Context: an optimization exercise on an open-source flow, tuned for small area, a short achievable clock period and few clock cycles per item. The choices shown serve that exercise and are no tape-out recipe. Only the layout flow was run in this run; the RTL was not checked for function there.

`design.v`:
```
package tbc_pkg;
   localparam int DataWidth   = 8;
   localparam int AddrWidth   = 8;
   localparam int MemDepth    = 1 << AddrWidth;
   localparam int NumRegs     = 5;
   localparam logic [AddrWidth-1:0] HaltPc = '1;
   localparam logic ReqWrite = 1'b0;
   localparam logic ReqExec  = 1'b1;
   localparam logic [DataWidth-1:0] OpNop = 8'h00;
   localparam logic [DataWidth-1:0] OpAdd = 8'h01;
   localparam logic [DataWidth-1:0] OpSub = 8'h02;
   localparam logic [DataWidth-1:0] OpJmp = 8'h03;
   localparam logic [DataWidth-1:0] OpBlt = 8'h04;
   localparam logic [DataWidth-1:0] OpLd  = 8'h05;
   localparam logic [DataWidth-1:0] OpSt  = 8'h06;
endpackage
module tbc_mem (
   input  logic        clock,
   input  logic        reset,
   input  logic        req_we,     
   input  logic [7:0]  req_addr,
   input  logic [7:0]  req_data,
   input  logic        st_we,      
   input  logic [7:0]  st_addr,
   input  logic [7:0]  st_data,
   input  logic        use_st,     
   input  logic [31:0] slo,
   input  logic [31:0] shi,
   input  logic [3:0]  rot,
   output logic [31:0] rdata
);
   logic [7:0]  mem_ff [256];
   logic [7:0]  wd;
   logic [15:0] wsel_hi;
   logic [15:0] wsel_lo;
   logic [7:0]  bank_q [4];
   assign wd = reset ? 8'h00 : (use_st ? st_data : req_data);
   always_comb begin
      for (int j = 0; j < 16; j++) begin
         wsel_lo[j] = reset || (req_we && req_addr[3:0] == 4'(j))
                            || (st_we && st_addr[3:0] == 4'(j));
         wsel_hi[j] = reset || (use_st ? (st_addr[7:4] == 4'(j)) : (req_addr[7:4] == 4'(j)));
      end
   end
   for (genvar i = 0; i < 256; i++) begin : g_byte
      always_ff @(posedge clock) begin
         if (wsel_hi[i / 16] && wsel_lo[i % 16]) begin
            mem_ff[i] <= wd;
         end
      end
   end
   for (genvar k = 0; k < 4; k++) begin : g_bank
      for (genvar b = 0; b < 8; b++) begin : g_bit
         logic [7:0] grp;
         for (genvar g = 0; g < 8; g++) begin : g_grp
            logic [7:0] col;
            for (genvar r = 0; r < 8; r++) begin : g_row
               assign col[r] = mem_ff[4*(8*g + r) + k][b];
            end
            tbc_sel8 u_sel (
               .d (col),
               .s (slo[8*k +: 8]),
               .y (grp[g])
            );
         end
         tbc_sel8 u_selh (
            .d (grp),
            .s (shi[8*k +: 8]),
            .y (bank_q[k][b])
         );
      end
   end
   for (genvar j = 0; j < 4; j++) begin : g_rot
      for (genvar b = 0; b < 8; b++) begin : g_bit
         tbc_sel4 u_rot (
            .d ({bank_q[(j + 3) % 4][b], bank_q[(j + 2) % 4][b],
                 bank_q[(j + 1) % 4][b], bank_q[j][b]}),
            .s (rot),
            .y (rdata[8*j + b])
         );
      end
   end
endmodule
module tbc_sel8 (
   input  logic [7:0] d,
   input  logic [7:0] s,
   output logic       y
);
   assign y = |(d & s);
endmodule
module tbc_sel4 (
   input  logic [3:0] d,
   input  logic [3:0] s,
   output logic       y
);
   assign y = |(d & s);
endmodule
import tbc_pkg::*;
module tbc_exec (
   input  logic        clock,
   input  logic        reset,
   input  logic        req_valid,
   output logic        req_stall,
   input  logic        req_type,
   input  logic [7:0]  req_mem_addr,
   input  logic [7:0]  req_mem_data,
   output logic        rsp_valid,
   input  logic        rsp_stall,
   output logic [7:0]  pc,
   output logic [39:0] regs,
   output logic        err,
   output logic        mem_req_we,
   output logic        mem_st_we,
   output logic [7:0]  mem_st_addr,
   output logic [7:0]  mem_st_data,
   output logic [31:0] mem_slo,
   output logic [31:0] mem_shi,
   output logic [3:0]  mem_rot,
   input  logic [31:0] mem_rdata
);
   logic [7:0]  pc_ff;
   logic [7:0]  reg_ff [5];
   logic        err_ff;
   logic        rsp_valid_ff;
   logic [7:0]  q_ff [7];      
   logic [6:0]  ql_ff;         
   logic        have_ff;       
   logic [7:0]  qn_ff;         
   logic [7:0]  fp_ff;         
   logic [31:0] fslo_ff;       
   logic [31:0] fshi_ff;
   logic [3:0]  frot_ff;
   logic        ld_ff;         
   logic        ld_wr_ff;      
   logic [2:0]  ld_dst_ff;
   logic        aim_ff;        
   logic        accept;
   logic        exec_go;
   logic        wr_go;
   logic        halted;
   logic [7:0]  op, b0, b1, b2;
   logic [7:0]  ra, rb;
   logic [7:0]  sum, diff;
   logic        lt;
   logic        is_nop, is_add, is_sub, is_jmp, is_blt, is_ld, is_st, is_ill;
   logic [2:0]  len;
   logic        f_jmp, f_blt, f_ld;
   logic        have;
   logic        app_e;
   logic        app_n;
   logic [7:0]  rem;           
   logic [2:0]  qn_bin;
   logic [4:0]  len_oh;
   logic        fetch_ok;
   logic        append;
   logic        taken;
   logic        hazard;
   logic [7:0]  pc_next;
   logic [7:0]  w_off;
   logic [7:0]  st_off;
   logic [4:0]  win;
   function automatic logic [7:0] read_reg(input logic [7:0] idx,
                                           input logic [7:0] r0, input logic [7:0] r1,
                                           input logic [7:0] r2, input logic [7:0] r3,
                                           input logic [7:0] r4, input logic [7:0] p);
      logic [7:0] val;
      case (idx[2:0])
         3'd0:    val = r0;
         3'd1:    val = r1;
         3'd2:    val = r2;
         3'd3:    val = r3;
         3'd4:    val = r4;
         3'd5:    val = p;
         default: val = 8'h00;
      endcase
      read_reg = (idx[7:3] == 5'd0) ? val : 8'h00;
   endfunction
   function automatic logic [67:0] aim(input logic [7:0] a);
      logic [7:0] lo0, hi0, lo1, hi1;
      lo0 = 8'd1 << a[4:2];
      hi0 = 8'd1 << a[7:5];
      lo1 = {lo0[6:0], lo0[7]};
      hi1 = lo0[7] ? {hi0[6:0], hi0[7]} : hi0;
      for (int k = 0; k < 4; k++) begin
         aim[8*k +: 8]      = (2'(k) < a[1:0]) ? lo1 : lo0;
         aim[32 + 8*k +: 8] = (2'(k) < a[1:0]) ? hi1 : hi0;
      end
      aim[67:64] = 4'd1 << a[1:0];
   endfunction
   assign halted    = (pc_ff == HaltPc);
   assign op = q_ff[0];
   assign b0 = q_ff[1];
   assign b1 = q_ff[2];
   assign b2 = q_ff[3];
   assign is_nop = ql_ff[0] && op[2:0] == OpNop[2:0];
   assign is_add = ql_ff[0] && op[2:0] == OpAdd[2:0];
   assign is_sub = ql_ff[0] && op[2:0] == OpSub[2:0];
   assign is_jmp = ql_ff[0] && op[2:0] == OpJmp[2:0];
   assign is_blt = ql_ff[0] && op[2:0] == OpBlt[2:0];
   assign is_ld  = ql_ff[0] && op[2:0] == OpLd[2:0];
   assign is_st  = ql_ff[0] && op[2:0] == OpSt[2:0];
   assign is_ill = !ql_ff[0] || op[2:0] == 3'd7;
   assign f_jmp = (op[2:0] == 3'd3);
   assign f_blt = (op[2:0] == 3'd4);
   assign f_ld  = (op[2:0] == 3'd5);
   function automatic logic [2:0] len_of(input logic [2:0] o);
      case (o)
         3'd1, 3'd2, 3'd4: len_of = 3'd4;
         3'd5, 3'd6:       len_of = 3'd3;
         3'd3:             len_of = 3'd2;
         default:          len_of = 3'd1;
      endcase
   endfunction
   function automatic logic at_least(input logic [7:0] n_oh, input logic [2:0] l);
      at_least = |(n_oh >> l);
   endfunction
   assign len = len_of(op[2:0]);
   assign len_oh = 5'd1 << len;
   assign qn_bin = {|qn_ff[7:4], |{qn_ff[7:6], qn_ff[3:2]}, |{qn_ff[7], qn_ff[5], qn_ff[3], qn_ff[1]}};
   assign have = have_ff;
   assign req_stall = ld_ff || (rsp_valid_ff && rsp_stall)
                   || (req_type == ReqExec && !halted && !have_ff);
   assign accept    = req_valid && !req_stall;
   assign exec_go   = accept && (req_type == ReqExec) && !halted;
   assign wr_go     = accept && (req_type == ReqWrite);
   assign ra   = read_reg(b0, reg_ff[0], reg_ff[1], reg_ff[2], reg_ff[3], reg_ff[4], pc_ff);
   assign rb   = read_reg(b1, reg_ff[0], reg_ff[1], reg_ff[2], reg_ff[3], reg_ff[4], pc_ff);
   assign sum  = ra + rb;
   assign diff = ra - rb;
   assign lt   = (ra < rb);
   always_comb begin
      if (is_nop) begin
         pc_next = pc_ff + 8'd1;
      end else if (is_add || is_sub) begin
         pc_next = pc_ff + 8'd4;
      end else if (is_jmp) begin
         pc_next = b0;
      end else if (is_blt) begin
         pc_next = lt ? b2 : pc_ff + 8'd4;
      end else if (is_ld || is_st) begin
         pc_next = pc_ff + 8'd3;
      end else begin
         pc_next = HaltPc;
      end
   end
   assign mem_req_we  = wr_go;
   assign mem_st_we   = exec_go && is_st;
   assign mem_st_addr = b1;
   assign mem_st_data = ra;
   assign win    = {2'b0, qn_bin} + 5'd4;
   assign w_off  = req_mem_addr - pc_ff;
   assign st_off = b1 - pc_ff;
   assign hazard = (wr_go && {3'b0, w_off} < {3'b0, win})
                || (exec_go && is_st && {3'b0, st_off} < {3'b0, win});
   assign taken    = exec_go && (f_jmp || (f_blt && lt));
   assign fetch_ok = !ld_ff && !aim_ff;
   always_comb begin
      rem = '0;
      for (int l = 1; l <= 4; l++) begin
         if (len_oh[l]) rem = rem | (qn_ff >> l);
      end
   end
   assign app_e    = fetch_ok && (|rem[3:0]);
   assign app_n    = fetch_ok && (|qn_ff[3:0]);
   assign append   = exec_go ? app_e : app_n;
   always_ff @(posedge clock) begin
      for (int i = 0; i < 7; i++) begin
         logic [7:0] qe;
         logic [7:0] qx;
         qe = 8'h00;
         for (int c = 1; c <= 4; c++) begin
            if (len == 3'(c) && i + c < 7) qe = q_ff[(i + c) % 7];
         end
         qx = q_ff[i];
         for (int j = 0; j < 4; j++) begin
            if (i >= j && rem[i - j] && fetch_ok) qe = mem_rdata[8*j +: 8];
            if (i >= j && qn_ff[i - j] && fetch_ok) qx = mem_rdata[8*j +: 8];
         end
         q_ff[i] <= exec_go ? qe : qx;
      end
      for (int i = 0; i < 7; i++) begin
         logic le;
         logic lx;
         le = 1'b0;
         for (int c = 1; c <= 4; c++) begin
            if (len == 3'(c) && i + c < 7) le = ql_ff[(i + c) % 7];
         end
         lx = ql_ff[i];
         for (int j = 0; j < 4; j++) begin
            if (i >= j && rem[i - j] && fetch_ok) le = (mem_rdata[8*j + 3 +: 5] == 5'd0);
            if (i >= j && qn_ff[i - j] && fetch_ok) lx = (mem_rdata[8*j + 3 +: 5] == 5'd0);
         end
         ql_ff[i] <= exec_go ? le : lx;
      end
   end
   logic [2:0] head_e;
   logic [7:0] qn_e;
   logic [7:0] qn_x;
   logic       have_e;
   logic       have_n;
   always_comb begin
      head_e = '0;
      for (int c = 1; c <= 4; c++) begin
         if (len == 3'(c)) head_e = q_ff[c][2:0];
      end
   end
   assign qn_e   = app_e ? rem << 4 : rem;
   assign qn_x   = app_n ? qn_ff << 4 : qn_ff;
   assign have_e = rem[0] ? app_e : at_least(qn_e, len_of(head_e));
   assign have_n = qn_ff[0] ? app_n : at_least(qn_x, len);
   logic [7:0]  aim_b;
   logic [67:0] aim_a_sel;
   logic [67:0] aim_b_sel;
   logic [31:0] adv_slo;
   logic [31:0] adv_shi;
   always_comb begin
      if (ld_ff || aim_ff) begin
         aim_b = fp_ff;
      end else if (f_jmp) begin
         aim_b = b0;
      end else begin
         aim_b = b1;
      end
   end
   assign aim_a_sel = aim(b2);
   assign aim_b_sel = aim(aim_b);
   for (genvar k = 0; k < 4; k++) begin : g_adv
      assign adv_slo[8*k +: 8] = {fslo_ff[8*k +: 7], fslo_ff[8*k + 7]};
      assign adv_shi[8*k +: 8] = fslo_ff[8*k + 7] ? {fshi_ff[8*k +: 7], fshi_ff[8*k + 7]}
                                                  : fshi_ff[8*k +: 8];
   end
   always_ff @(posedge clock) begin
      if (exec_go && f_blt && lt) begin
         {frot_ff, fshi_ff, fslo_ff} <= aim_a_sel;
      end else if (ld_ff || aim_ff || (exec_go && (f_jmp || f_ld))) begin
         {frot_ff, fshi_ff, fslo_ff} <= aim_b_sel;
      end else if (append) begin
         fslo_ff <= adv_slo;
         fshi_ff <= adv_shi;
      end
   end
   always_ff @(posedge clock) begin
      if (reset) begin
         pc_ff        <= '0;
         for (int i = 0; i < 5; i++) reg_ff[i] <= '0;
         err_ff       <= 1'b0;
         rsp_valid_ff <= 1'b0;
         qn_ff        <= 8'd1;
         fp_ff        <= '0;
         ld_ff        <= 1'b0;
         aim_ff       <= 1'b1;
         have_ff      <= 1'b0;
      end else begin
         if (taken || hazard) begin
            have_ff <= 1'b0;
         end else begin
            have_ff <= exec_go ? have_e : have_n;
         end
         ld_ff  <= exec_go && is_ld;
         aim_ff <= hazard;
         if (accept) begin
            rsp_valid_ff <= !(exec_go && is_ld);
         end else if (ld_ff) begin
            rsp_valid_ff <= 1'b1;
         end else if (!rsp_stall) begin
            rsp_valid_ff <= 1'b0;
         end
         if (taken || hazard) begin
            qn_ff <= 8'd1;
            fp_ff <= exec_go ? pc_next : pc_ff;
         end else begin
            if (exec_go) begin
               qn_ff <= app_e ? rem << 4 : rem;
            end else begin
               qn_ff <= app_n ? qn_ff << 4 : qn_ff;
            end
            if (append) begin
               fp_ff <= fp_ff + 8'd4;
            end
         end
         if (ld_ff && ld_wr_ff) begin
            reg_ff[ld_dst_ff] <= mem_rdata[7:0];
         end
         if (exec_go) begin
            if ((is_add || is_sub) && b2 < 8'd5) begin
               reg_ff[b2[2:0]] <= is_add ? sum : diff;
            end
            if (is_ill) begin
               err_ff <= 1'b1;
            end
            pc_ff <= pc_next;
         end
      end
   end
   always_ff @(posedge clock) begin
      if (exec_go) begin
         ld_wr_ff  <= (b0 < 8'd5);
         ld_dst_ff <= b0[2:0];
      end
   end
   assign mem_slo = fslo_ff;
   assign mem_shi = fshi_ff;
   assign mem_rot = frot_ff;
   assign rsp_valid = rsp_valid_ff;
   assign pc        = pc_ff;
   assign regs      = {reg_ff[4], reg_ff[3], reg_ff[2], reg_ff[1], reg_ff[0]};
   assign err       = err_ff;
endmodule
import tbc_pkg::*;
module tiny_byte_cpu_step (
   input  logic                            clock,
   input  logic                            reset,
   input  logic                            req_valid,
   output logic                            req_stall,
   input  logic                            req_type,
   input  logic [tbc_pkg::AddrWidth-1:0]   req_mem_addr,
   input  logic [tbc_pkg::DataWidth-1:0]   req_mem_data,
   output logic                            rsp_valid,
   input  logic                            rsp_stall,
   output logic [tbc_pkg::AddrWidth-1:0]   rsp_pc,
   output logic [tbc_pkg::DataWidth-1:0]   rsp_reg_a,
   output logic [tbc_pkg::DataWidth-1:0]   rsp_reg_b,
   output logic [tbc_pkg::DataWidth-1:0]   rsp_reg_c,
   output logic [tbc_pkg::DataWidth-1:0]   rsp_reg_d,
   output logic [tbc_pkg::DataWidth-1:0]   rsp_reg_e,
   output logic                            rsp_halted,
   output logic                            rsp_illegal_opcode
);
   logic        mem_req_we;
   logic        mem_st_we;
   logic [7:0]  mem_st_addr;
   logic [7:0]  mem_st_data;
   logic [31:0] mem_slo;
   logic [31:0] mem_shi;
   logic [3:0]  mem_rot;
   logic [31:0] mem_rdata;
   logic [7:0]  pc;
   logic [39:0] regs;
   logic        err;
   tbc_mem u_mem (
      .clock (clock),
      .reset (reset),
      .req_we   (mem_req_we),
      .req_addr (req_mem_addr),
      .req_data (req_mem_data),
      .st_we    (mem_st_we),
      .st_addr  (mem_st_addr),
      .st_data  (mem_st_data),
      .use_st   (req_type),
      .slo   (mem_slo),
      .shi   (mem_shi),
      .rot   (mem_rot),
      .rdata (mem_rdata)
   );
   tbc_exec u_exec (
      .clock        (clock),
      .reset        (reset),
      .req_valid    (req_valid),
      .req_stall    (req_stall),
      .req_type     (req_type),
      .req_mem_addr (req_mem_addr),
      .req_mem_data (req_mem_data),
      .rsp_valid    (rsp_valid),
      .rsp_stall    (rsp_stall),
      .pc           (pc),
      .regs         (regs),
      .err          (err),
      .mem_req_we   (mem_req_we),
      .mem_st_we    (mem_st_we),
      .mem_st_addr  (mem_st_addr),
      .mem_st_data  (mem_st_data),
      .mem_slo      (mem_slo),
      .mem_shi      (mem_shi),
      .mem_rot      (mem_rot),
      .mem_rdata    (mem_rdata)
   );
   assign rsp_pc             = pc;
   assign rsp_reg_a          = regs[7:0];
   assign rsp_reg_b          = regs[15:8];
   assign rsp_reg_c          = regs[23:16];
   assign rsp_reg_d          = regs[31:24];
   assign rsp_reg_e          = regs[39:32];
   assign rsp_halted         = (pc == HaltPc);
   assign rsp_illegal_opcode = err;
endmodule
```
`run.sh`:
```
#!/bin/bash
# synth_recipe.tcl (not shown) runs the flow's synth.tcl, then flattens the netlist and writes it again
# the make line also repeats each setting of config.mk as NAME=value (left out here)
make -C /OpenROAD-flow-scripts/flow DESIGN_CONFIG=/design/flow/config.mk WORK_HOME=/design/flow/orfs CLKGATE_MAP_FILE= SYNTH_SCRIPT=/design/flow/synth_recipe.tcl finish
```
`config.mk`:
```
export PLATFORM = sky130hd
export DESIGN_NAME = tiny_byte_cpu_step
export DESIGN_NICKNAME = tiny_byte_cpu_step
export VERILOG_FILES = /design/flow/design.v
export SDC_FILE = /design/flow/constraint.sdc
export NUM_CORES = 4
export LEC_CHECK = 0
export CAP_MARGIN = 20
export CORE_MARGIN = 2
export CORE_UTILIZATION = 62
export CTS_CLUSTER_DIAMETER = 80
export CTS_CLUSTER_SIZE = 24
export SETUP_SLACK_MARGIN = 2.7
export SLEW_MARGIN = 20
export SYNTH_HIERARCHICAL = 1
```
`constraint.sdc`:
```
create_clock -name core_clock -period 6.5 [get_ports {clock}]
set_input_delay 1.3000 -clock core_clock [delete_from_list [all_inputs] [get_ports {clock}]]
set_output_delay 1.3000 -clock core_clock [all_outputs]
set_load 0.01 [all_outputs]
```
==> results_dict.tcl <==
set metrics [dict create \
    endpoint_kind "flop" \
    power.static_leakage_nw 34.90 \
    critical_r2r_capture "u_exec.ql_ff[2]" \
    antenna_found_initial 17 \
    portBuffers 72 \
    critical_path.max_fanout 65 \
    die_area_um2 153300 \
    path_class "reg -> reg" \
    viasPerCell 7.246 \
    wirelength_um 281100 \
    gp_congestion 0.9919 \
    die_x_um 391.5 \
    first_pass_iters 8 \
    async_flop_share_pct 0 \
    design.portCount 73 \
    grt_overflow 0 \
    slew_headroom_pct 11.80 \
    power_per_cell_area_nw_per_um2 295.1 \
    cts.clk_slew.worst_paths_ns 0.09 \
    core.rowCount 142 \
    clkSinkCount 2247 \
    cts-htree-levels 3 \
    ff2ff_setup_slack_ns 2.51 \
    postSynthNetCount 6290 \
    cts.root.buffer_cell "clkbuf_16" \
    numCtsBuffers 114 \
    synth_cell_type_count 111 \
    fin_worst_skew_ns 0.03926 \
    worst_margin_pin_slew_ns 1.323 \
    initial_core_util_pct 62.32 \
    cts_tree "built" \
    gr-usage-all-layers_pct 35.64 \
    grt_setup_unrepaired "true" \
    min_period_over_period_pct 61.45 \
    drv_cap 0 \
    postRouteAntennaNets 0 \
    grt_first_pass_wirelength_um 399100 \
    cp_data_required_time_ns 7.15 \
    syn2layout_area_growth_pct 12.19 \
    fin_nets 6648 \
    wl_per_cell_um 32.46 \
    synth_seq_area_share_pct 72.15 \
    drt_drc_violations_left 0 \
    holdPathEnd "u_exec.fp_ff[0]" \
    syn-instance-count 6226 \
    cts-root-to-sink-buffers 3 \
    dpl.hpwl_um 173600 \
    finalWorstPathRequiredPeriod_ns 3.994 \
    final.setup.tns_ns 0 \
    core_um2 149400 \
    timing_max_transition_violations_final 0 \
    postSynthAreaPerCell_um2 14.96 \
    final_layout_size_suffix_gt1_share_pct 15.89 \
    overall_power_of_the_completed_layout_mw 30.82 \
    pin_count_of_the_biggest_net_entering_global_routing 173 \
    r2r-start "u_exec.fslo_ff[0]" \
    number_of_global_route_vias_before_repair 57710 \
    die_y_um 391.5 \
    max-vdd-ir-drop_mv 0.3448 \
    drt_iter0_drc 8894 \
    vias 62750 \
    hold_path_depth 2 \
    min-delay-path-class "reg -> reg" \
    finalSetupViolCount 0 \
    syn-cell-area_um2 93110 \
    launching_element_type_of_the_critical_path "flop" \
    synth_enable_flop_cells 2218 \
    number_of_synthesized_register_bits 2247 \
    report.final.hold_viol_count 0 \
    worst_ep_arrival_time_ns 4.64 \
    f_max_mhz 250.4 \
    final_common_cell "edfxtp_1" \
    worst_skew_pair.late_latency_ns 0.81 \
    synth_top_flop_cell "edfxtp_1" \
    r2r_cells 17 \
    layout_common_cells "edfxtp_1 (2218), a22oi_1 (1138), buf_4 (368)" \
    holdBufCountCts 0 \
    status "finished clean" \
    yosys_warnings 36 \
    worstHoldStart "u_exec.fp_ff[0]" \
]
[worst max-delay path, cell delays in order (launching register included)]
cell	delay, ns
edfxtp_1	0.42
buf_12	0.20
a22oi_1	0.28
nand4_1	0.28
a22oi_2	0.38
nand4_1	0.13
buf_4	0.19
a22oi_1	0.21
nand2_2	0.13
or4_4	0.56
nor2_4	0.13
buf_6	0.15
buf_4	0.12
buf_4	0.10
nor2_1	0.03
a211oi_1	0.20
a31oi_1	0.08
o21ai_1	0.12
[cell usage after synthesis (29+ instances only)]
cell type	count	area share (%)
a211oi_1	94	0.76
nor2b_1	35	0.24
nand2_1	200	0.81
clkbuf_1	149	0.60
inv_1	36	0.15
a22oi_1	1259	10
a221oi_1	47	0.44
mux2i_1	63	0.68
o21ai_1	31	0.17
buf_2	66	0.35
edfxtp_1	2218	72
dfxtp_1	29	0.62
a21oi_1	288	1.5
mux2_2	29	0.35
o22ai_1	43	0.29
nor3_1	62	0.33
ha_1	39	0.52
nor2_1	334	1.3
nand3_1	45	0.24
o21ai_0	314	1.7
a31oi_1	33	0.22
nand4_1	295	2.0
[cell families after synthesis]
logic type | after synthesis | share of synthesized area, %
xor+xnor | 41 | 0.3857
buf+inv | 321 | 1.610
mux | 103 | 1.230
simple gates | 1123 | 6.254
fa+ha+maj | 44 | 0.6208
compound gates | 2347 | 17.75
flops | 2247 | 72.15
[per-module statistics from Yosys (local to each module, per instance)]
module | cell area, um^2 | flops+latches | cells inside | copies in the design
tbc_sel8 | 36.28 | 0 | 5 | 288
tiny_byte_cpu_step | 16.27 | 0 | 3 | 1
tbc_exec | 17930 | 199 | 2235 | 1
tbc_mem | 64110 | 2048 | 2452 | 1
tbc_sel4 | 18.77 | 0 | 3 | 32
[power by group]
part,switching (mW),internal (mW)
registers,0.493,16.9
logic,3.67,1.73
clock network,4.62,3.45
[flip-flops by register name (all words and copies together) (netlist names)]
signal	flops
u_exec.err_ff	1
u_exec.op	3
u_exec.q_ff	48
u_exec.fshi_ff	32
u_exec.rsp_valid_ff	1
u_exec.fslo_ff	32
u_exec.ld_ff	1
u_exec.qn_ff	8
u_exec.ld_wr_ff	1
u_exec.have_ff	1
u_exec.ld_dst_ff	3
u_exec.aim_ff	1
u_exec.pc_ff	8
u_exec.reg_ff	40
u_exec.ql_ff	7
u_mem.mem_ff	2048
u_exec.fp_ff	8
u_exec.frot_ff	4
[layer usage]
| metal | part of all wire, % | wire length, um | global-route usage (%) | vias up |
|---|---|---|---|---|
| li1 | - | - | - | 26710 |
| met1 | 39 | 108600 | 51.61 | 31390 |
| met2 | 46 | 128500 | 54.05 | 4054 |
| met3 | 11 | 32040 | 7.058 | 600 |
| met4 | 4.3 | 11960 | 13.39 | 4 |
| met5 | 0.0096 | 27 | 0 | - |
[how the worst max path moves through the flow]
stage,cells after the start,end,startpoint
detailed placement,13,u_exec.fp_ff[2],req_mem_addr[1]
finish,17,u_exec.ql_ff[2],u_exec.fslo_ff[0]
global placement,13,u_exec.fp_ff[2],req_mem_addr[1]
CTS,15,u_exec.ql_ff[3],u_exec.fslo_ff[5]
floorplan,3,u_mem.mem_ff[0][2],req_type
global route,17,u_exec.ql_ff[3],u_exec.fslo_ff[5]
[cell type report]
| cell class | count | area (um^2) |
|---|---|---|
| flip-flops and latches | 2247 | 67190 |
| diodes | 11 | 27.53 |
| repair buffers | 520 | 4928 |
| inverters | 40 | 168.9 |
| clock buffers | 127 | 2923 |
| well taps | 2016 | 2522 |
| clock inverters | 38 | 520.5 |
| fillers | 10030 | 44960 |
| multi-input cells | 3661 | 26180 |
[per-stage QoR]
| stage | util, % | setup WS [ns] | area [um^2] | instances | hold WS, ns |
|---|---|---|---|---|---|
| floorplan | - | 2.176 | 93220 | 6226 | 0.4244 |
| global placement | 65.33 | 1.057 | 97620 | 8290 | 0.4903 |
| detailed placement | 65.35 | 1.083 | 97650 | 8294 | 0.4993 |
| CTS | 68.65 | 2.471 | 102600 | 8558 | 0.5115 |
| global route | 69.90 | 2.380 | 104500 | 8656 | 0.5501 |
| finish | 69.91 | 2.506 | 104500 | 8660 | 0.5117 |
[timing repair]
| item | 4_1_cts | 5_1_grt |
|---|---|---|
| endpoints found under the setup margin | 2124 | 630 |
| endpoints found under the hold margin | 0 | 0 |
| pin swaps | 53 | 105 |
| cloned | 4 | 8 |
| setup buffers | 95 | 80 |
| resized for setup | 177 | 249 |

==> what the ideal ports hide <==
The flow's constraints put no driver on any port. The routed layout listed below was extracted and timed again, unchanged, in two steps. Step 1 (the two cells are an assumption about what drives the block):
set clk [get_ports {clock}]
set_driving_cell -lib_cell sky130_fd_sc_hd__clkbuf_16 $clk
set_driving_cell -lib_cell sky130_fd_sc_hd__buf_2 [delete_from_list [all_inputs] $clk]
Step 2 adds t to the input delays and takes it off the output delays; t is the mean of the earliest and latest rising clock arrival at the registers after step 1. Input paths then give back, and output paths get back, about the clock's delay inside the block. Slacks: ideal ports / drivers / drivers and shift; pairs: ideal ports / drivers.
shift t [ns]: 0.869
slack for setup (ns): 2.506 / 2.506 / 1.872
cell pins on the clock port's net: 1
After both steps this run still meets setup and hold. The setup slack of this run moves by 0.000 ns with the drivers and by -0.634 ns with both steps.
